This design comes from an exercise in tuning for small area, a short achievable clock period and few clock cycles on the open sky130 flow, not from production work. Function was checked by simulation only, so behaviour that the tests miss may differ from the original. Power figures rest on the tool's default switching activity, not on a simulated workload.

## config.mk

```make
export PLATFORM = sky130hd
export DESIGN_NAME = linebuf_pad_top
export DESIGN_NICKNAME = linebuf_pad_top
export VERILOG_FILES = /design/flow/design.v
export SDC_FILE = /design/flow/constraint.sdc
export NUM_CORES = 4
export LEC_CHECK = 0
export CAP_MARGIN = 20
export CORE_MARGIN = 2
export CORE_UTILIZATION = 40
export SETUP_SLACK_MARGIN = 3.3
export SLEW_MARGIN = 20
```

## constraint.sdc

```tcl
create_clock -name core_clock -period 6.0 [get_ports {clk}]
set_input_delay 1.2000 -clock core_clock [delete_from_list [all_inputs] [get_ports {clk}]]
set_output_delay 1.2000 -clock core_clock [all_outputs]
set_load 0.01 [all_outputs]
```

## design.v

```verilog
module pipe_delay #(
  parameter int WIDTH = 1,
  parameter int DEPTH = 1
) (
  input  logic             clk,
  input  logic             xrst,
  input  logic [WIDTH-1:0] din,
  output logic [WIDTH-1:0] dout
);
  logic [WIDTH-1:0] stage [DEPTH];
  always_ff @(posedge clk) begin
    if (!xrst) begin
      for (int i = 0; i < DEPTH; i++) begin
        stage[i] <= '0;
      end
    end else begin
      stage[0] <= din;
      for (int i = 1; i < DEPTH; i++) begin
        stage[i] <= stage[i-1];
      end
    end
  end
  assign dout = stage[DEPTH-1];
endmodule
module line_mem (
  input  logic        clk,
  input  logic [4:0]  sel,
  input  logic [15:0] din,
  output logic [15:0] dout
);
  logic [15:0] s1;
  logic [15:0] s2  [2];
  logic [15:0] s4  [4];
  logic [15:0] s8  [8];
  logic [15:0] s16 [16];
  logic [15:0] x1, x2, x4, x8;
  always_ff @(posedge clk) begin
    s1 <= din;
    s2[0] <= x1;
    for (int i = 1; i < 2; i++) s2[i] <= s2[i-1];
    s4[0] <= x2;
    for (int i = 1; i < 4; i++) s4[i] <= s4[i-1];
    s8[0] <= x4;
    for (int i = 1; i < 8; i++) s8[i] <= s8[i-1];
    s16[0] <= x8;
    for (int i = 1; i < 16; i++) s16[i] <= s16[i-1];
  end
  assign x1   = sel[0] ? s1      : din;
  assign x2   = sel[1] ? s2[1]   : x1;
  assign x4   = sel[2] ? s4[3]   : x2;
  assign x8   = sel[3] ? s8[7]   : x4;
  assign dout = sel[4] ? s16[15] : x8;
endmodule
module window_shift (
  input  logic          clk,
  input  logic [15:0]   pixel,
  input  logic [4:0]    line_sel,
  input  logic [8:0]    tap_en,     
  output logic [143:0]  win         
);
  logic [15:0] w [9];
  logic [15:0] y1, y0;
  line_mem line1 (.clk(clk), .sel(line_sel), .din(w[8]), .dout(y1));
  line_mem line0 (.clk(clk), .sel(line_sel), .din(w[5]), .dout(y0));
  always_ff @(posedge clk) begin
    w[8] <= pixel;
    w[7] <= w[8];
    w[6] <= w[7];
    w[5] <= y1;
    w[4] <= w[5];
    w[3] <= w[4];
    w[2] <= y0;
    w[1] <= w[2];
    w[0] <= w[1];
  end
  always_comb begin
    for (int t = 0; t < 9; t++)
      win[t*16 +: 16] = tap_en[t] ? w[t] : 16'd0;
  end
endmodule
module linebuf_ctrl (
  input  logic        clk,
  input  logic        xrst,
  input  logic [5:0]  img_size,
  input  logic [5:0]  fil_size,
  input  logic [5:0]  pad_size,
  input  logic        req,
  output logic        ack,
  output logic        ready,
  output logic [4:0]  line_sel,
  output logic [8:0]  tap_en,
  output logic        start,
  output logic        valid,
  output logic        stop
);
  logic       pend_v;
  logic [5:0] pend_n;
  logic       pend_f1, pend_f2, pend_p1;
  logic       in_busy;
  logic [4:0] in_n1;         
  logic [5:0] in_n;
  logic       in_f1, in_f2, in_p1;
  logic [4:0] icol, irow;
  logic       in_last;
  logic [5:0] hold;          
  logic [5:0] in_r;          
  logic [6:0] timer;         
  logic       s1, s2;
  logic       take, go, fire, gap_ok, small_d0;
  logic [6:0] d0p2;
  logic       o_act;
  logic [4:0] wr, wc;
  logic [4:0] o_n1, o_nn1, o_nn2;    
  logic       o_p1;
  logic       wr0, wrl, wc0, wcl;
  logic       wr0_n, wrl_n, wc0_n, wcl_n;
  logic       p1_n;
  assign take     = req && ack;
  assign in_last  = icol == in_n1 && irow == in_n1;
  assign small_d0 = pend_f1 || (pend_p1 && pend_n == 6'd1);
  assign gap_ok   = (in_busy && in_last) ? (in_r <= (small_d0 ? 6'd2 : 6'd3))
                                         : (hold <= (small_d0 ? 6'd3 : 6'd4));
  assign go       = pend_v && (!in_busy || in_last) && timer[6:1] == '0 && gap_ok;
  assign fire     = timer == 7'd1;
  assign d0p2     = pend_f1 ? 7'd4 : pend_p1 ? {1'b0, pend_n} + 7'd3
                                             : {pend_n, 1'b0} + 7'd4;
  always_ff @(posedge clk) begin
    if (!xrst) begin
      pend_v  <= 1'b0;
      ack     <= 1'b1;
      in_busy <= 1'b0;
      hold    <= '0;
      timer   <= '0;
      s1      <= 1'b0;
      s2      <= 1'b0;
    end else begin
      if (take) begin
        pend_v <= 1'b1;
        ack    <= 1'b0;
      end else if (go) begin
        pend_v <= 1'b0;
        ack    <= 1'b1;
      end
      if (go)
        in_busy <= 1'b1;
      else if (in_last)
        in_busy <= 1'b0;
      if (in_busy && in_last)
        hold <= in_r;
      else if (hold != '0)
        hold <= hold - 1'b1;
      if (go)
        timer <= d0p2;
      else if (timer != '0)
        timer <= timer - 1'b1;
      s1 <= go;
      s2 <= s1;
    end
  end
  assign ready = in_busy;
  always_ff @(posedge clk) begin
    if (take) begin
      pend_n  <= img_size;
      pend_f1 <= fil_size[1:0] == 2'd1;
      pend_f2 <= fil_size[1:0] == 2'd2;
      pend_p1 <= pad_size[0];
    end
  end
  always_ff @(posedge clk) begin
    if (go) begin
      in_n  <= pend_n;
      in_n1 <= 5'(pend_n - 1'b1);
      in_f1 <= pend_f1;
      in_f2 <= pend_f2;
      in_p1 <= pend_p1;
      in_r  <= pend_f1 ? 6'd3 : (pend_p1 || pend_f2) ? pend_n + 6'd2 : 6'd1;
      icol  <= '0;
      irow  <= '0;
    end else if (in_busy) begin
      if (icol == in_n1) begin
        icol <= '0;
        irow <= irow + 1'b1;
      end else begin
        icol <= icol + 1'b1;
      end
    end
    if (s2)
      line_sel <= in_f1 ? 5'd0 : in_n1;
  end
  always_comb begin
    wr0_n = wr0;
    wrl_n = wrl;
    wc0_n = wc0;
    wcl_n = wcl;
    p1_n  = o_p1;
    if (fire) begin
      wr0_n = 1'b1;
      wrl_n = in_n == 6'd1;
      wc0_n = 1'b1;
      wcl_n = in_n == 6'd1;
      p1_n  = in_p1;
    end else if (wcl) begin
      wr0_n = 1'b0;
      wrl_n = wr == o_nn2;
      wc0_n = 1'b1;
      wcl_n = o_nn1 == '0;
    end else begin
      wc0_n = 1'b0;
      wcl_n = wc == o_nn2;
    end
  end
  always_ff @(posedge clk) begin
    if (!xrst) begin
      o_act <= 1'b0;
      start <= 1'b0;
      valid <= 1'b0;
      stop  <= 1'b0;
    end else if (fire) begin
      o_act <= 1'b1;
      start <= 1'b1;
      valid <= 1'b1;
      stop  <= 1'b0;
    end else if (o_act) begin
      start <= 1'b0;
      if (wr == o_n1 && wc == o_n1) begin
        o_act <= 1'b0;
        valid <= 1'b0;
        stop  <= 1'b1;
      end else begin
        valid <= wcl || (valid && wc != o_n1);
      end
    end else begin
      start <= 1'b0;
      valid <= 1'b0;
      stop  <= 1'b0;
    end
  end
  always_ff @(posedge clk) begin
    if (fire) begin
      wr    <= '0;
      wc    <= '0;
      o_nn1 <= in_n1;
      o_nn2 <= 5'(in_n - 6'd2);
      o_n1  <= (in_f1 || in_p1) ? in_n1 : in_f2 ? 5'(in_n - 6'd2) : 5'(in_n - 6'd3);
    end else if (wcl) begin
      wc <= '0;
      wr <= wr + 1'b1;
    end else begin
      wc <= wc + 1'b1;
    end
    wr0  <= wr0_n;
    wrl  <= wrl_n;
    wc0  <= wc0_n;
    wcl  <= wcl_n;
    o_p1 <= p1_n;
    for (int r = 0; r < 3; r++)
      for (int c = 0; c < 3; c++)
        tap_en[r*3+c] <= !(p1_n && ((r == 0 && wr0_n) || (r == 2 && wrl_n) ||
                                    (c == 0 && wc0_n) || (c == 2 && wcl_n)));
  end
endmodule
module linebuf_pad_top (
  input  logic          clk,
  input  logic          xrst,
  input  logic [5:0]    img_size,
  input  logic [5:0]    fil_size,
  input  logic [5:0]    pad_size,
  input  logic          req,
  input  logic [15:0]   pixel,
  output logic          ack,
  output logic          ready,
  output logic [143:0]  win,      
  output logic          start,
  output logic          valid,
  output logic          stop
);
  logic [4:0] line_sel;
  logic [8:0] tap_en;
  linebuf_ctrl ctrl_unit (
    .clk      (clk),
    .xrst     (xrst),
    .img_size (img_size),
    .fil_size (fil_size),
    .pad_size (pad_size),
    .req      (req),
    .ack      (ack),
    .ready    (ready),
    .line_sel (line_sel),
    .tap_en   (tap_en),
    .start    (start),
    .valid    (valid),
    .stop     (stop)
  );
  window_shift win_shift (
    .clk      (clk),
    .pixel    (pixel),
    .line_sel (line_sel),
    .tap_en   (tap_en),
    .win      (win)
  );
endmodule
```

## run.sh

```bash
#!/bin/bash
# synth_recipe.tcl (not shown) runs the flow's synth.tcl, then flattens the netlist and writes it again
# the make line also repeats each setting of config.mk as NAME=value (left out here)
make -C /OpenROAD-flow-scripts/flow DESIGN_CONFIG=/design/flow/config.mk WORK_HOME=/design/flow/orfs CLKGATE_MAP_FILE= SYNTH_SCRIPT=/design/flow/synth_recipe.tcl finish
```

==> PnR_summary.wiki, run 1 <==
{| class="wikitable"
! Metric !! Value
|-
| Run status || finished clean
|-
| Final setup violation count || 0
|-
| Sum of negative setup slack || 0 ns
|-
| Setup WS pre-CTS || 2.66 ns
|-
| Element type at the critical path end || primary output
|-
| Max transition margin || 34.9%
|-
| Quantity of I/O buffers inserted on ports || 176
|-
| Power, Total || 19.3 mW
|-
| Net count after synthesis || 1,938
|-
| Arrival time of the worst setup path || 1.56 ns
|-
| Final setup slack of the worst path || 3.24 ns
|-
| Overall die area || 0.0773 mm²
|-
| Die Height || 278 µm
|-
| Routed wire per std cell || 14.9 µm
|-
| Antenna violation net count after detailed routing || 0
|-
| Top cell type's share of synthesized area || 77.1%
|-
| Critical Path Source Type || flop
|-
| Most Frequent Cell on Critical Path || buf_6
|-
| Clk latency of the worst-skew pair || 0.66 ns
|-
| Residual DRC count || 0
|-
| Worst-path cell chain || buf_6 -> buf_6 -> and2_4 -> buf_6
|-
| Launching element of the worst setup path || ctrl_unit.tap_en[5]
|-
| Total overflow reported by the global router || 0
|-
| Number of flops mapped to enable cells by yosys || 49
|-
| Synth cell types || 53
|-
| Global Route Usage Sum || 12.6%
|-
| Ys Warns || 9
|-
| Biggest fanout along the worst timing path || 7
|-
| Synth async-reset ratio || 0%
|-
| Top Ports || 186
|-
| Crit path required time || 4.80 ns
|-
| Critical path class || flop to primary output
|-
| Clock transition time at the flip-flop clock pins of the worst setup and hold paths || 0.06 ns
|-
| Unrepaired setup endpoints after global routing || true
|-
| Maximum number of pins on one net before global-route repair || 33
|-
| Longest individual stage delay on the worst path || 0.38 ns
|-
| Cell area after layout || 0.0374 mm²
|-
| Final Critical Period || 2.76 ns
|-
| Slew at the pin closest to its max-slew limit || 0.974 ns
|-
| Worst Reg2Reg Path Length in Cells || 12
|-
| Total detailed-routing wirelength || 48.2 mm
|-
| Final cell count without fillers || 3,239
|-
| Most instantiated library cell after synthesis || dfxtp_1
|-
| Die Wd || 278 µm
|-
| Initial Utilization || 40.4%
|-
| Initial DRC Count || 546
|-
| Start point of the worst min-delay path || win_shift.line1.s8[4][0]
|-
| Largest vdd supply drop || 0.257 mV
|-
| PwrDens || 516 mW/mm²
|-
| Vias per inst || 4.22
|-
| First-pass GRT wire length || 76.7 mm
|-
| Root buffer selected by CTS || clkbuf_16
|-
| Hold Crit Class || flop to flop
|-
| Maximum buffer depth of the clock tree || 3
|-
| Mapped Avg Cell Area || 16.0 µm²
|-
| Static leakage || 15.9 nW
|-
| Number of register bits inferred by synthesis || 1,207
|-
| Total buffers and inverters traversed by the critical path || 3
|-
| Reg-to-reg startpoint || ctrl_unit.pend_n[1]
|-
| Most frequent cells after synthesis || dfxtp_1 (1,158), and2_1 (134), mux2_4 (97)
|-
| Count of endpoints failing hold in the final timing report || 0
|-
| Final Cycle Share || 46.0%
|-
| Crit Reg-Reg Endpoint || ctrl_unit.timer[4]
|-
| Cell taking the most area after synthesis || dfxtp_1
|-
| Delay-heaviest family, CP || flip-flops
|-
| Synth Flop Type || dfxtp_1
|-
| Initial antenna violation count || 1
|-
| Highest attainable clock frequency || 362 MHz
|-
| Max Transition Viols Final || 0
|-
| Post-synthesis cell area || 0.0301 mm²
|-
| Layout overhead on the synthesized area || 24.4%
|-
| Post-Syn Instances || 1,880
|-
| First-pass detailed-route iteration total || 4
|-
| Layout cell share with drive strength beyond 1 || 27.5%
|-
| Cts bufs inserted || 112
|-
| Core utilization of the finished layout || 50.2%
|-
| Endpoint of the worst hold-timing path || win_shift.line1.s8[5][0]
|-
| Placed Area || 0.0328 mm²
|-
| TritonCTS clock tree || yes
|-
| Min-Delay Path Depth || 0
|-
| Slowest stage cell, crit path || dfxtp_4
|-
| Leading cell types by total area after synthesis || dfxtp_1 (77%), edfxtp_1 (4.9%), mux2_4 (4.8%), and2_1 (2.8%), mux2_2 (2.4%)
|-
| Floorplan Core Area || 0.0744 mm²
|-
| # Max-Cap Violations || 0
|-
| Floorplan row count || 100
|-
| Final-layout fill cell count || 6,181
|-
| HPWL Detailed || 29.2 mm
|-
| Worst clock skew || 0.0329 ns
|-
| CP Depth || 4
|-
| Vias in the first global route || 14,100
|-
| RePlAce Congestion || 0.808
|-
| Sequential element share of the synthesized area || 82.0%
|-
| H-tree levels || 3
|-
| Number of nets at the end of the flow || 2,232
|-
| Setup slack of the worst register-to-register path || 3.40 ns
|-
| Sinks on Clock Net || 1,207
|-
| Number of vias in the routed layout || 13,700
|-
| Total placed cells including tap cells || 2,987
|-
| Worst hold slack || 0.298 ns
|}
registers in the layout, summed over array words and instances (netlist names), 6 cells and up:
name	cells
win_shift.line1.s2	32
win_shift.line0.s8	128
ctrl_unit.in_n	6
win_shift.line0.s2	32
win_shift.w	144
win_shift.line1.s16	256
ctrl_unit.timer	7
win_shift.line0.s16	256
win_shift.line0.s4	64
win_shift.line1.s8	128
ctrl_unit.hold	6
ctrl_unit.tap_en	8
ctrl_unit.pend_n	6
ctrl_unit.in_r	6
win_shift.line1.s4	64
cell families (layout without fill, tap and decap cells):
group / Yosys count / in the layout / synth area share (%)
flip-flops: 1207 / 1207 / 82.0
AND/OR/NAND/NOR: 287 / 287 / 5.27
multiplexers: 172 / 172 / 7.61
buffers and inverters: 70 / 459 / 1.08
XOR/XNOR: 62 / 62 / 1.81
AO/OA/AOI/OAI: 61 / 61 / 1.32
adder cells (fa/ha/maj): 21 / 21 / 0.874
other: 0 / 1 / 0
cell usage in the layout (no fill, tap or decap), drive strengths merged, types with 3 or more instances in the layout:
cell type and n:
buf 160, clkdlybuf4s15 12, nand2b 9, nand4 9
nor4 4, dfxtp 1158, clkdlybuf4s50 27, inv 32
edfxtp 49, mux2 160, o21ai 22, nand3 17
dlygate4sd2 21, clkinv 33, xor2 40, clkbuf 161
nand2 36, bufinv 11, nor2b 14, and3 3
xnor2 22, a21oi 12, nor2 41, nor3 10
a31oi 3, and2 134, o211ai 3, mux2i 12
ha 21, o21a 3
metal layers:
layer / routed length, µm / global-route usage (%)
met1: 23400 / 17.1
met2: 21100 / 19.5
met3: 2370 / 3.02
met4: 1290 / 4.98
met5: 0 / 0
worst max path at each step:
stage,end,slack [ns]
4_1_cts,win[88],3.13
2_1_floorplan,ctrl_unit.in_f1,3.39
6_report,win[88],3.24
3_5_place_dp,ctrl_unit.timer[4],2.66
5_1_grt,win[88],3.17
3_3_place_gp,ctrl_unit.in_n[3],2.71
timing repair:
action	in CTS	in global routing
buffers inserted	35	6
setup endpoints to repair	191	118
gates cloned	0	1
pin swaps	5	3
resized for setup	651	59
hold buffers	0	0
worst reg2reg max path: stages, from the launching register on:
cell      delay [ns]
edfxtp_1        0.41
inv_2           0.12
ha_1            0.15
nor2b_1         0.14
a31o_2          0.21
inv_1           0.07
ha_1            0.33
nand3_1         0.10
o21ai_0         0.12
o21ai_2         0.24
a21o_4          0.20
clkinv_8        0.15
a32o_1          0.26
cell type report:
class / instances / area (µm²) / share of cell area [%]
diodes: 1 / 2.50 / 0.00670
clock inverters: 50 / 618 / 1.65
multi-input cells: 603 / 5270 / 14.1
clock buffers: 159 / 3310 / 8.86
flip-flops and latches: 1207 / 24700 / 66.1
well taps: 969 / 1210 / 3.24
repair buffers: 222 / 2150 / 5.74
repair inverters: 1 / 5.00 / 0.0134
inverters: 27 / 118 / 0.315
power by group:
| part | total (mW) | internal (mW) | switching, mW |
|---|---|---|---|
| combinational | 2.19 | 1.19 | 1.00 |
| clock | 7.24 | 4.34 | 2.91 |
| sequential | 9.87 | 9.39 | 0.476 |
Testbench counts, summed over its fixed seeds: cycles 22,722.
==> run 2: changes to the inputs <==
--- a/config.mk
+++ b/config.mk
@@ -10,2 +10,5 @@
 export CORE_UTILIZATION = 40
+export CTS_BUF_LIST = sky130_fd_sc_hd__clkbuf_8 sky130_fd_sc_hd__clkbuf_16
+export CTS_CLUSTER_DIAMETER = 60
+export CTS_CLUSTER_SIZE = 20
 export SETUP_SLACK_MARGIN = 3.3
==> run 2 against run 1 <==
  * Sequential share of layout area rose by 2.7 points
  * Clock power fell by 23%
  * Routed wire length rose by 0.53%
  * Critical path type unchanged
  * Critical path depth did not move
  * Final cell count fell by 2.7%
  * Largest power group unchanged
  * Clock-buffer cell count fell by 74
==> PnR_summary.wiki, run 2 <==
{| class="wikitable"
! Metric !! Value
|-
| Top Ports || 186 (unchanged)
|-
| Highest attainable clock frequency || 364 MHz (+0.52%)
|-
| First-pass detailed-route iteration total || 5 (+1)
|-
| Post-synthesis cell area || 0.0301 mm² (unchanged)
|-
| Unrepaired setup endpoints after global routing || true
|-
| Clock transition time at the flip-flop clock pins of the worst setup and hold paths || 0.07 ns (about the same)
|-
| Cell taking the most area after synthesis || dfxtp_1
|-
| Final setup violation count || 0 (unchanged)
|-
| Die Wd || 278 µm (unchanged)
|-
| Worst-path cell chain || buf_12 -> clkbuf_16 -> and2_1 -> buf_2
|-
| First-pass GRT wire length || 75.2 mm (-1.9%)
|-
| Element type at the critical path end || primary output
|-
| Most Used Layer, Global Route || met2
|-
| Sinks on Clock Net || 1,207 (unchanged)
|-
| Hold Crit Class || flop to flop
|-
| Largest vdd supply drop || 0.261 mV (+1.7%)
|-
| Final Cycle Share || 45.7% (-0.24 points)
|-
| Root buffer selected by CTS || clkbuf_16
|-
| Number of register bits inferred by synthesis || 1,207 (unchanged)
|-
| Quantity of I/O buffers inserted on ports || 176 (unchanged)
|-
| Critical path class || flop to primary output
|-
| Total buffers and inverters traversed by the critical path || 3 (unchanged)
|-
| Sequential element share of the synthesized area || 82.0% (unchanged)
|-
| Longest individual stage delay on the worst path || 0.36 ns (-0.02 ns)
|-
| Area of combinational cells with multiple inputs || 0.00524 mm² (-0.59%)
|-
| Number of vias in the routed layout || 13,300 (-2.6%)
|-
| Count of endpoints failing hold in the final timing report || 0 (unchanged)
|-
| Synth cell types || 53 (unchanged)
|-
| Run status || finished clean
|-
| Net count after synthesis || 1,938 (unchanged)
|-
| Arrival time of the worst setup path || 1.54 ns (-0.02 ns)
|-
| Max Transition Viols Final || 0 (unchanged)
|-
| Synth async-reset ratio || 0% (unchanged)
|-
| Synth Flop Type || dfxtp_1
|-
| Leading cell type in the layout, fill and taps excluded || dfxtp_1
|-
| Slowest stage cell, crit path || dfxtp_4
|-
| Total detailed-routing wirelength || 48.4 mm (+0.53%)
|-
| Initial DRC Count || 628 (+15%)
|-
| Critical Path Source Type || flop
|-
| Fraction of met3 tracks used by global routing || 3.17% (+0.15 points)
|-
| Floorplan row count || 100 (unchanged)
|-
| Final Critical Period || 2.74 ns (-0.0142 ns)
|-
| Final-layout fill cell count || 6,279 (+1.6%)
|-
| Number of flops mapped to enable cells by yosys || 49 (unchanged)
|-
| Clk latency of the worst-skew pair || 0.63 ns (-0.03 ns)
|-
| Max transition margin || 34.4% (-0.52 points)
|-
| # Max-Cap Violations || 0 (unchanged)
|-
| Die Height || 278 µm (unchanged)
|-
| PwrDens || 490 mW/mm² (-5.1%)
|-
| Vias per inst || 4.23 (+0.20%)
|-
| M1 GR Usage || 17.2% (+0.065 points)
|-
| Floorplan Core Area || 0.0744 mm² (unchanged)
|-
| Maximum buffer depth of the clock tree || 3 (unchanged)
|-
| Largest registers ranked by flip-flop count || win_shift.line0.s16: 256 flops, win_shift.line1.s16: 256 flops, win_shift.w: 144 flops
|-
| Mapped Avg Cell Area || 16.0 µm² (unchanged)
|-
| Global-route met2 utilization || 18.9% (-0.54 points)
|-
| Crit path required time || 4.80 ns (about the same)
|-
| Global Route Usage Sum || 12.4% (-0.18 points)
|-
| H-tree levels || 3 (unchanged)
|-
| Cts bufs inserted || 80 (-29%)
|-
| Static leakage || 15.2 nW (-4.3%)
|-
| RePlAce Congestion || 0.808 (unchanged)
|-
| Power, Total || 17.6 mW (-8.8%)
|-
| Residual DRC count || 0 (unchanged)
|-
| Layout overhead on the synthesized area || 19.5%
|-
| Antenna violation net count after detailed routing || 0 (unchanged)
|-
| Post-Syn Instances || 1,880 (unchanged)
|-
| Register area || 0.0247 mm² (about the same)
|-
| Initial antenna violation count || 1 (unchanged)
|-
| Total overflow reported by the global router || 0 (unchanged)
|-
| Routed wire per std cell || 15.4 µm (+3.4%)
|-
| Ys Warns || 9 (unchanged)
|-
| HPWL Detailed || 29.2 mm (unchanged)
|-
| Layout cell share with drive strength beyond 1 || 24.5% (-3.0 points)
|-
| Biggest fanout along the worst timing path || 7 (unchanged)
|-
| TritonCTS clock tree || yes
|-
| Number of nets at the end of the flow || 2,197 (-1.6%)
|-
| Delay-heaviest family, CP || buffers and inverters
|-
| Most frequent cells in the layout || dfxtp_1 (1,140), mux2_4 (97), clkbuf_16 (83)
|-
| Maximum number of pins on one net before global-route repair || 33 (unchanged)
|-
| Top cell type's share of synthesized area || 77.1% (unchanged)
|-
| Vias in the first global route || 13,600 (-3.8%)
|-
| Sum of negative setup slack || 0 ns (unchanged)
|-
| Initial Utilization || 40.4% (unchanged)
|-
| Slew at the pin closest to its max-slew limit || 0.982 ns (+0.00775 ns)
|-
| Overall die area || 0.0773 mm² (unchanged)
|-
| Leading cell types by total area after synthesis || dfxtp_1 (77%), edfxtp_1 (4.9%), mux2_4 (4.8%), and2_1 (2.8%), mux2_2 (2.4%)
|-
| Most frequent cells after synthesis || dfxtp_1 (1,158), and2_1 (134), mux2_4 (97)
|-
| Most instantiated library cell after synthesis || dfxtp_1
|-
| Worst clock skew || 0.0259 ns (-0.00701 ns)
|-
| Number of buffers inserted for hold repair after clock tree synthesis || 0 (unchanged)
|}
run 2: cell type report:
class	count	share of cell area, %
flip-flops and latches	1207	68.8
diodes	3	0.0209
clock inverters	36	1.45
multi-input cells	603	14.6
clock buffers	85	5.83
inverters	27	0.327
repair inverters	2	0.0383
well taps	969	3.38
repair buffers	218	5.64
run 2: per-stage QoR:
| step | worst slack (ns) | util (%) | hold WS [ns] | area, µm² | instances |
|---|---|---|---|---|---|
| 3_5_place_dp | 2.66 | 44.1 | 0.312 | 32800 | 2987 |
| 6_report | 3.26 | 48.3 | 0.312 | 35900 | 3150 |
| 5_1_grt | 3.19 | 48.2 | 0.312 | 35900 | 3147 |
| 4_1_cts | 3.14 | 47.7 | 0.305 | 35500 | 3140 |
| 3_3_place_gp | 2.71 | 44.1 | 0.310 | 32800 | 2987 |
| 2_1_floorplan | 3.39 | - | 0.310 | 30100 | 1880 |
run 2: timing repair:
action | in CTS | in global routing
gates resized for setup | 586 | 112
buffers inserted | 30 | 4
pin swaps | 1 | 2
gates cloned | 2 | 3
endpoints found under the setup margin | 190 | 97
run 2: worst reg2reg max path, stage by stage, from the launching register on:
cell      delay [ns]
edfxtp_1        0.41
inv_2           0.12
ha_1            0.15
nor2b_1         0.14
a31o_2          0.21
inv_1           0.07
ha_1            0.33
nand3_1         0.10
o21ai_0         0.11
o21ai_2         0.25
a21o_4          0.27
inv_6           0.11
a32o_1          0.23
run 2: cell families (layout without fill, tap and decap cells):
family                     after synthesis  after routing  synth area share (%)
and+or+nand+nor                        287            287                  5.27
other                                    0              3                     0
buffers and inverters                   70            368                  1.08
adders and majority gates               21             21                 0.874
xor gates and xnor gates                62             62                  1.81
muxes                                  172            172                  7.61
AOI/OAI and AO/OA                       61             61                  1.32
DFF                                   1207           1207                  82.0
run 2: final timing paths:
| check | from | endpoint | slack (ns) | cells past startpoint |
|---|---|---|---|---|
| min | win_shift.line0.s8[4][3] | win_shift.line0.s8[5][3] | 0.31 | 0 |
| min reg2reg | win_shift.line0.s8[4][3] | win_shift.line0.s8[5][3] | 0.31 | 0 |
| max | ctrl_unit.tap_en[1] | win[23] | 3.26 | 4 |
| max reg2reg | ctrl_unit.pend_n[1] | ctrl_unit.timer[4] | 3.39 | 12 |
run 2: power breakdown:
| group | switching (mW) | internal [mW] |
|---|---|---|
| clock | 2.69 | 2.89 |
| sequential | 0.476 | 9.38 |
| combinational | 1.01 | 1.15 |
| total | 4.18 | 13.4 |
run 2: layer usage:
metal | part of all wire, % | wire, µm
met1 | 49 | 23600
met5 | 0 | 0
met2 | 44 | 21100
met3 | 5.5 | 2680
met4 | 2.2 | 1060
==> run 3: changes to the inputs <==
--- a/config.mk
+++ b/config.mk
@@ -10,5 +10,5 @@
 export CORE_UTILIZATION = 40
-export CTS_BUF_LIST = sky130_fd_sc_hd__clkbuf_8 sky130_fd_sc_hd__clkbuf_16
-export CTS_CLUSTER_DIAMETER = 60
-export CTS_CLUSTER_SIZE = 20
+export CTS_BUF_LIST = sky130_fd_sc_hd__clkbuf_16
+export CTS_CLUSTER_DIAMETER = 80
+export CTS_CLUSTER_SIZE = 30
 export SETUP_SLACK_MARGIN = 3.3
==> run 3 against run 2 <==
  * Still clean
  * Non-clock buffer count is the same
  * Clock skew down 0.0090 ns
  * Global-route usage shrank 0.21 points
  * Synthesized cell count stayed put
  * Critical endpoint is now win[124]
  * Largest power group unchanged
==> PnR_summary.wiki, run 3 <==
{| class="wikitable"
! Metric !! Value
|-
| Routed wire per std cell || 15.3 µm (-0.56%)
|-
| Sequential element share of the synthesized area || 82.0% (unchanged)
|-
| Post-Synth Simple-Gate Area || 5.27% (unchanged)
|-
| Ys Warns || 9 (unchanged)
|-
| Initial Utilization || 40.4% (unchanged)
|-
| Number of register bits inferred by synthesis || 1,207 (unchanged)
|-
| Count of endpoints failing hold in the final timing report || 0 (unchanged)
|-
| # Max-Cap Violations || 0 (unchanged)
|-
| Sinks on Clock Net || 1,207 (unchanged)
|-
| Mux contribution to synthesized area || 7.61% (unchanged)
|-
| Cts bufs inserted || 49 (-39%)
|-
| Worst-path cell chain || buf_12 -> buf_16 -> and2_4 -> buf_6
|-
| Delay-heaviest family, CP || flip-flops
|-
| Xor/xnor cell area share of the yosys netlist || 1.81% (unchanged)
|-
| Post-synthesis cell area || 0.0301 mm² (unchanged)
|-
| Critical path class || flop to primary output
|-
| Highest attainable clock frequency || 365 MHz (+0.11%)
|-
| Sum of negative setup slack || 0 ns (unchanged)
|-
| Max transition margin || 36.5% (+2.2 points)
|-
| Top Ports || 186 (unchanged)
|-
| Initial DRC Count || 596 (-5.1%)
|-
| Combinational family with the most area after synthesis || multiplexers
|-
| Worst clock skew || 0.0169 ns (-0.00901 ns)
|-
| Layout overhead on the synthesized area || 15.9%
|-
| Number of nets at the end of the flow || 2,166 (-1.4%)
|-
| Crit path required time || 4.80 ns (about the same)
|-
| Largest vdd supply drop || 0.249 mV (-4.5%)
|-
| TritonCTS clock tree || yes
|-
| Die Height || 278 µm (unchanged)
|-
| Longest individual stage delay on the worst path || 0.39 ns (+0.03 ns)
|-
| Floorplan row count || 100 (unchanged)
|-
| Largest registers ranked by flip-flop count || win_shift.line0.s16: 256 flops, win_shift.line1.s16: 256 flops, win_shift.w: 144 flops
|-
| Synth cell types || 53 (unchanged)
|-
| Root buffer selected by CTS || clkbuf_16
|-
| Element type at the critical path end || primary output
|-
| Final Cycle Share || 45.7% (-0.052 points)
|-
| Total buffers and inverters traversed by the critical path || 3 (unchanged)
|-
| Net count after synthesis || 1,938 (unchanged)
|-
| Final Critical Period || 2.74 ns (-0.00310 ns)
|-
| Number of flops mapped to enable cells by yosys || 49 (unchanged)
|-
| First-pass GRT wire length || 74.2 mm (-1.3%)
|-
| First-pass detailed-route iteration total || 4 (-1)
|-
| Maximum buffer depth of the clock tree || 3 (unchanged)
|-
| Critical Path Source Type || flop
|-
| Global Route Usage Sum || 12.2% (-0.21 points)
|-
| Number of vias in the routed layout || 13,100 (-1.6%)
|-
| Total overflow reported by the global router || 0 (unchanged)
|-
| Biggest fanout along the worst timing path || 6 (-1)
|-
| Synth Flop Type || dfxtp_1
|-
| Most frequent cells in the layout || dfxtp_1 (1,133), mux2_4 (97), and2_1 (68)
|-
| Vias in the first global route || 13,400 (-1.8%)
|-
| Slowest stage cell, crit path || dfxtp_4
|-
| Clock transition time at the flip-flop clock pins of the worst setup and hold paths || 0.11 ns (+0.04 ns)
|-
| Leading cell type in the layout, fill and taps excluded || dfxtp_1
|-
| Quantity of I/O buffers inserted on ports || 176 (unchanged)
|-
| Mapped Avg Cell Area || 16.0 µm² (unchanged)
|-
| H-tree levels || 2 (-1)
|-
| Initial antenna violation count || 1 (unchanged)
|-
| PwrDens || 459 mW/mm² (-6.3%)
|-
| RePlAce Congestion || 0.808 (unchanged)
|-
| Final setup violation count || 0 (unchanged)
|-
| Antenna violation net count after detailed routing || 0 (unchanged)
|-
| Most frequent cells after synthesis || dfxtp_1 (1,158), and2_1 (134), mux2_4 (97)
|-
| Top cell type's share of synthesized area || 77.1% (unchanged)
|-
| Worst hold slack || 0.329 ns (+0.0166 ns)
|-
| Overall die area || 0.0773 mm² (unchanged)
|-
| Die Wd || 278 µm (unchanged)
|-
| Max Transition Viols Final || 0 (unchanged)
|-
| Most instantiated library cell after synthesis || dfxtp_1
|-
| Final-layout fill cell count || 6,367 (+1.4%)
|-
| Post-Syn Instances || 1,880 (unchanged)
|-
| Hold Crit Class || flop to flop
|-
| Unrepaired setup endpoints after global routing || true
|-
| Slew at the pin closest to its max-slew limit || 0.949 ns (-0.0324 ns)
|-
| Cell taking the most area after synthesis || dfxtp_1
|-
| Clk latency of the worst-skew pair || 0.62 ns (about the same)
|-
| Leading cell types by total area after synthesis || dfxtp_1 (77%), edfxtp_1 (4.9%), mux2_4 (4.8%), and2_1 (2.8%), mux2_2 (2.4%)
|-
| Fraction of the mapped netlist area in adder cells || 0.874% (unchanged)
|-
| Run status || finished clean
|-
| Maximum number of pins on one net before global-route repair || 33 (unchanged)
|-
| Floorplan Core Area || 0.0744 mm² (unchanged)
|-
| HPWL Detailed || 29.2 mm (unchanged)
|-
| Total detailed-routing wirelength || 47.3 mm (-2.3%)
|-
| Fraction of the mapped netlist area in compound gates || 1.32% (unchanged)
|-
| Arrival time of the worst setup path || 1.54 ns (about the same)
|-
| Vias per inst || 4.23 (+0.12%)
|-
| Layout cell share with drive strength beyond 1 || 23.5% (-0.99 points)
|-
| Residual DRC count || 0 (unchanged)
|-
| Static leakage || 14.7 nW (-3.7%)
|-
| Synth async-reset ratio || 0% (unchanged)
|}
==> run 3: area by class of cell <==
cell class / instances / area [µm²] / area share, %
sequential: 1207 / 24700 / 71.0
multi-input combinational: 603 / 5260 / 15.1
timing repair buffer: 218 / 2080 / 5.98
clock buffer: 50 / 1250 / 3.59
tap: 969 / 1210 / 3.48
clock inverter: 18 / 173 / 0.496
inverter: 27 / 113 / 0.323
timing repair inverter: 2 / 13.8 / 0.0395
antenna: 2 / 5.00 / 0.0144
==> run 3: logic make-up after synthesis <==
| family | after synthesis |
|---|---|
| simple gates | 287 |
| compound gates | 61 |
| fa+ha+maj | 21 |
| buf+inv | 70 |
| mux | 172 |
| xor+xnor | 62 |
| flops | 1207 |
==> run 3: path summary, 6_finish.rpt <==
path	end	start	slack (ns)	depth (start not counted)
worst max register to register	ctrl_unit.timer[4]	ctrl_unit.pend_n[1]	3.46	12
worst max-delay path	win[124]	ctrl_unit.tap_en[7]	3.26	4
worst min-delay path	win_shift.line1.s16[6][9]	win_shift.line1.s16[5][9]	0.33	0
worst min register to register	win_shift.line1.s16[6][9]	win_shift.line1.s16[5][9]	0.33	0
==> run 3: through the flow <==
stage	power (mW)	cells	cell area, µm²	setup slack (ns)	util [%]
finish	16.0	3096	34800	3.26	46.8
global route	16.8	3094	34800	3.19	46.8
detailed placement	11.9	2987	32800	2.66	44.1
floorplan	10.9	1880	30100	3.39	-
CTS	16.0	3089	34300	3.13	46.1
global placement	11.8	2987	32800	2.71	44.1
==> run 3: where the power goes <==
part	leakage, nW	switching, mW	internal (mW)
clock	0.707	2.36	1.56
combinational	3.74	1.01	1.19
sequential	10.2	0.472	9.38
total	14.7	3.84	12.1
==> run 3: what timing repair did <==
| item | in CTS | in global routing |
|---|---|---|
| hold buffers | 0 | 0 |
| resized for setup | 593 | 132 |
| setup endpoints to repair | 191 | 110 |
| setup buffers | 31 | 4 |
| cloned | 3 | 1 |
| pin swaps | 0 | 2 |
==> run 3: metal layers <==
layer	share of wire [%]	wire, µm	global-route usage, %	vias up
li1	-	-	-	6487
met1	49	23100	17.2	6288
met2	43	20500	18.9	243
met3	5.0	2380	2.48	91
met4	2.7	1280	3.98	0
met5	0	0	0	-
==> run 4: changes to the inputs <==
--- a/config.mk
+++ b/config.mk
@@ -10,6 +10,2 @@
 export CORE_UTILIZATION = 40
-export CTS_BUF_LIST = sky130_fd_sc_hd__clkbuf_16
-export CTS_CLUSTER_DIAMETER = 80
-export CTS_CLUSTER_SIZE = 30
-export SETUP_SLACK_MARGIN = 3.3
 export SLEW_MARGIN = 20
==> run 4 against run 3 <==
  * Register-to-register slack got worse by 0.80 ns
  * Via count rose by 2.2%
  * Cell area rose by 5.6%
  * Hold slack worse by 0.031 ns
  * Combinational power shrank about 20%
  * Largest cell class unchanged
  * Clock-buffer cell count rose by 109
  * Flip-flop and latch count unchanged
  * Synthesized cell count unchanged
  * Routed wire length is 2.3% lower
  * Maximum frequency fell by 25%
  * Critical endpoint is now win[87]
  * Total power rose by 19%
  * Still clean
==> PnR_summary.wiki, run 4 <==
{| class="wikitable"
! Metric !! Value
|-
| Run status || finished clean
|-
| Initial antenna violation count || 3 (+2)
|-
| H-tree levels || 3 (+1)
|-
| Residual DRC count || 0 (unchanged)
|-
| Highest attainable clock frequency || 273 MHz (-25%)
|-
| Synth Flop Type || dfxtp_1
|-
| Final Critical Period || 3.66 ns (+0.915 ns)
|-
| Crit Reg-Reg Endpoint || ctrl_unit.timer[4]
|-
| Number of register bits inferred by synthesis || 1,207 (unchanged)
|-
| Worst clock skew || 0.0339 ns (+0.0170 ns)
|-
| Most frequent cells after synthesis || dfxtp_1 (1,158), and2_1 (134), mux2_4 (97)
|-
| Fraction of the mapped netlist area in compound gates || 1.32% (unchanged)
|-
| Final Cycle Share || 60.9% (+15 points)
|-
| Number of nets at the end of the flow || 2,190 (+1.1%)
|-
| Maximum buffer depth of the clock tree || 3 (unchanged)
|-
| Initial DRC Count || 505 (-15%)
|-
| Initial Utilization || 40.4% (unchanged)
|-
| Post-synthesis cell area || 0.0301 mm² (unchanged)
|-
| Total overflow reported by the global router || 0 (unchanged)
|-
| Start point of the worst min-delay path || win_shift.line1.s8[4][0]
|-
| Static leakage || 15.3 nW (+4.0%)
|-
| Leading cell type in the layout, fill and taps excluded || dfxtp_1
|-
| Crit path required time || 4.80 ns (about the same)
|-
| Sequential element share of the synthesized area || 82.0% (unchanged)
|-
| Longest individual stage delay on the worst path || 0.85 ns (+0.46 ns)
|-
| Biggest fanout along the worst timing path || 16 (+10)
|-
| Slew at the pin closest to its max-slew limit || 0.965 ns (+0.0159 ns)
|-
| Sum of negative setup slack || 0 ns (unchanged)
|-
| Combinational family with the most area after synthesis || multiplexers
|-
| Setup slack of the worst register-to-register path || 2.66 ns (-0.80 ns)
|-
| Most frequent cells in the layout || dfxtp_1 (1,158), clkdlybuf4s50_1 (176), and2_1 (134)
|-
| Synth cell types || 53 (unchanged)
|-
| Clock network power share || 38.2% (+14 points)
|-
| Post-Syn Instances || 1,880 (unchanged)
|-
| Switching Fraction || 22.4% (-1.7 points)
|-
| Top cell type's share of synthesized area || 77.1% (unchanged)
|-
| Leading cell types by total area after synthesis || dfxtp_1 (77%), edfxtp_1 (4.9%), mux2_4 (4.8%), and2_1 (2.8%), mux2_2 (2.4%)
|-
| Delay-heaviest family, CP || flip-flops
|-
| Max transition margin || 35.5% (-1.1 points)
|-
| Root buffer selected by CTS || clkbuf_16
|-
| Floorplan Core Area || 0.0744 mm² (unchanged)
|-
| Hold Crit Class || flop to flop
|-
| Min-Delay Path Depth || 0 (unchanged)
|-
| Total detailed-routing wirelength || 46.2 mm (-2.3%)
|-
| Final setup violation count || 0 (unchanged)
|-
| Cts bufs inserted || 112 (+130%)
|-
| HPWL Detailed || 29.2 mm (unchanged)
|-
| Global Route Usage Sum || 12.2% (-0.013 points)
|-
| Die Wd || 278 µm (unchanged)
|-
| Cell taking the most area after synthesis || dfxtp_1
|-
| Arrival time of the worst setup path || 2.46 ns (+0.92 ns)
|-
| Die Height || 278 µm (unchanged)
|-
| Net switching power || 4.24 mW (+10%)
|-
| Worst Reg2Reg Path Length in Cells || 11 (-1)
|-
| Slowest stage cell, crit path || dfxtp_1
|-
| Critical path class || flop to primary output
|-
| Number of flops mapped to enable cells by yosys || 49 (unchanged)
|-
| Net count after synthesis || 1,938 (unchanged)
|-
| Largest registers ranked by flip-flop count || win_shift.line0.s16: 256 flops, win_shift.line1.s16: 256 flops, win_shift.w: 144 flops
|-
| Count of endpoints failing hold in the final timing report || 0 (unchanged)
|-
| Layout overhead on the synthesized area || 22.4%
|-
| Max Transition Viols Final || 0 (unchanged)
|-
| Clk latency of the worst-skew pair || 0.66 ns (+0.04 ns)
|-
| Buffers inserted by post-CTS timing repair || 0 (-100%)
|-
| Largest vdd supply drop || 0.255 mV (+2.1%)
|-
| Element type at the critical path end || primary output
|-
| First-pass detailed-route iteration total || 4 (unchanged)
|-
| Part of the total power dissipated in sequential elements || 52.5% (-9.2 points)
|-
| Combinational share of power || 9.4% (-4.4 points)
|-
| Vias in the first global route || 14,000 (+4.4%)
|-
| Maximum number of pins on one net before global-route repair || 33 (unchanged)
|-
| Quantity of I/O buffers inserted on ports || 176 (unchanged)
|-
| Most instantiated library cell after synthesis || dfxtp_1
|-
| Ys Warns || 9 (unchanged)
|-
| Vias per inst || 4.19 (-1.0%)
|-
| Pint || 14.7 mW (+21%)
|-
| Critical Path Source Type || flop
|-
| Mapped Avg Cell Area || 16.0 µm² (unchanged)
|-
| # Max-Cap Violations || 0 (unchanged)
|-
| Overall die area || 0.0773 mm² (unchanged)
|-
| Routed wire per std cell || 14.5 µm (-5.4%)
|-
| Mux contribution to synthesized area || 7.61% (unchanged)
|-
| Number of vias in the routed layout || 13,400 (+2.2%)
|-
| PwrDens || 515 mW/mm² (+12%)
|-
| Layout cell share with drive strength beyond 1 || 16.3% (-7.2 points)
|-
| Antenna violation net count after detailed routing || 0 (unchanged)
|-
| Number of buffers inserted for hold repair after clock tree synthesis || 0 (unchanged)
|-
| Worst-path cell chain || and2_1 -> clkdlybuf4s50_1
|-
| Total buffers and inverters traversed by the critical path || 1 (-2)
|-
| Floorplan row count || 100 (unchanged)
|-
| Number of resized instances in the post-cts repair step || 0 (-100%)
|-
| Reg-to-reg startpoint || ctrl_unit.pend_p1
|-
| Fraction of the mapped netlist area in adder cells || 0.874% (unchanged)
|-
| Clock transition time at the flip-flop clock pins of the worst setup and hold paths || 0.06 ns (-0.05 ns)
|-
| Post-Synth Simple-Gate Area || 5.27% (unchanged)
|-
| Sinks on Clock Net || 1,207 (unchanged)
|-
| TritonCTS clock tree || yes
|-
| First-pass GRT wire length || 74.7 mm (+0.68%)
|-
| Endpoint of the worst hold-timing path || win_shift.line1.s8[5][0]
|-
| Core utilization of the finished layout || 49.4% (+2.6 points)
|-
| RePlAce Congestion || 0.808 (unchanged)
|-
| Top Ports || 186 (unchanged)
|-
| Unrepaired setup endpoints after global routing || false
|-
| Synth async-reset ratio || 0% (unchanged)
|-
| Xor/xnor cell area share of the yosys netlist || 1.81% (unchanged)
|-
| Launching element of the worst setup path || ctrl_unit.tap_en[5]
|}
run 4: cell types whose count changed in the layout (fill, tap and decap cells not counted), moves of 25 or more:
cell             before   now
buf_2                66     0
clkdlybuf4s50_1      27   176
buf_6                62     0
dfxtp_1            1133  1158
clkbuf_8              0    29
and2_1               68   134
clkbuf_16            50   114
and2_4               64     0
run 4: final cells by class:
type | count | area [µm²]
diodes | 2 | 5.00
clock buffers | 159 | 3310
clock inverters | 50 | 618
fillers | 6174 | 37700
inverters | 27 | 101
multi-input cells | 603 | 5070
flip-flops and latches | 1207 | 24700
well taps | 969 | 1210
repair buffers | 181 | 1800
run 4: per-layer routing:
layer  track usage, %  wire length, µm
met5                0                0
met4             5.36             1530
met3             3.11             2550
met2             18.4            19600
met1             16.6            22500
run 4: cells by family (layout without fill, tap and decap cells):
kind of cell               count (synthesis)  after routing
AOI/OAI and AO/OA                         61             61
adders and majority gates                 21             21
and+or+nand+nor                          287            287
xor gates and xnor gates                  62             62
muxes                                    172            172
other                                      0              2
buffers and inverters                     70            417
DFF                                     1207           1207
run 4: worst register-to-register path, stage by stage, from the launching register on:
cell and delay (ns):
edfxtp_1 0.64, inv_1 0.19, nor2_1 0.24, a31o_2 0.24, inv_1 0.07, ha_1 0.32
nand3_1 0.08, o21ai_0 0.07, o21ai_0 0.41, a21o_1 0.33, inv_2 0.32, a32o_1 0.32
run 4: how the worst max path moves through the flow:
stage | to | slack (ns) | depth (start not counted)
after global routing | win[95] | 2.22 | 2
after CTS | win[95] | 2.22 | 2
after floorplan | ctrl_unit.in_f1 | 3.39 | 11
after detailed placement | ctrl_unit.timer[4] | 2.66 | 11
final | win[87] | 2.34 | 2
after global placement | ctrl_unit.in_n[3] | 2.71 | 9
run 4: stage by stage:
| stage | instance area [µm²] | hold WS, ns | setup slack [ns] | instances | power [mW] |
|---|---|---|---|---|---|
| after floorplan | 30100 | 0.310 | 3.39 | 1880 | 10.9 |
| after global placement | 32800 | 0.310 | 2.71 | 2987 | 11.8 |
| after detailed placement | 32800 | 0.312 | 2.66 | 2987 | 11.9 |
| after CTS | 36800 | 0.287 | 2.22 | 3196 | 19.3 |
| after global routing | 36800 | 0.312 | 2.22 | 3196 | 19.9 |
| final | 36800 | 0.297 | 2.34 | 3198 | 19.0 |
run 4: power groups by stage:
stage	logic, mW	registers (mW)	clock network, mW
2_1_floorplan	1.11	9.83	0
3_3_place_gp	1.74	10.1	0
3_5_place_dp	1.79	10.1	0
4_1_cts	1.80	9.99	7.47
5_1_grt	1.94	10.1	7.82
6_report	1.77	9.94	7.23

-- port drivers added, routing unchanged --
The flow's constraints put no driver on any port. The routed layouts listed below were extracted and timed again, unchanged, in two steps. Step 1, drivers: a clkbuf_16 drives clk and a buf_2 each remaining input, both assumed. Step 2 times the ports against the registers' clock, not the clock port: input delays grow and output delays shrink by t, the midpoint of the rising clock arrivals with the driver on. Slacks: no drivers / after step 1 / after step 2; pairs: no drivers / after step 1.
run | t, ns | setup WS [ns] | worst setup path after step 2 | worst data-port slew with drivers (ns) | cell pins on the clock port's net
run 1 | 0.703 | 3.241 / 3.179 / 3.070 | input to register | 0.04 | 1
run 2 | 0.669 | 3.255 / 3.195 / 3.059 | input to register | 0.04 | 1
run 3 | 0.669 | 3.258 / 3.198 / 3.070 | input to register | 0.04 | 1
run 4 | 0.702 | 2.344 / 2.282 / 2.661 | register to register | 0.04 | 1
After both steps setup and hold are still met in every run listed. For run 2, which loses most, drivers alone change the setup slack by -0.060 ns; drivers and shift together by -0.196 ns.
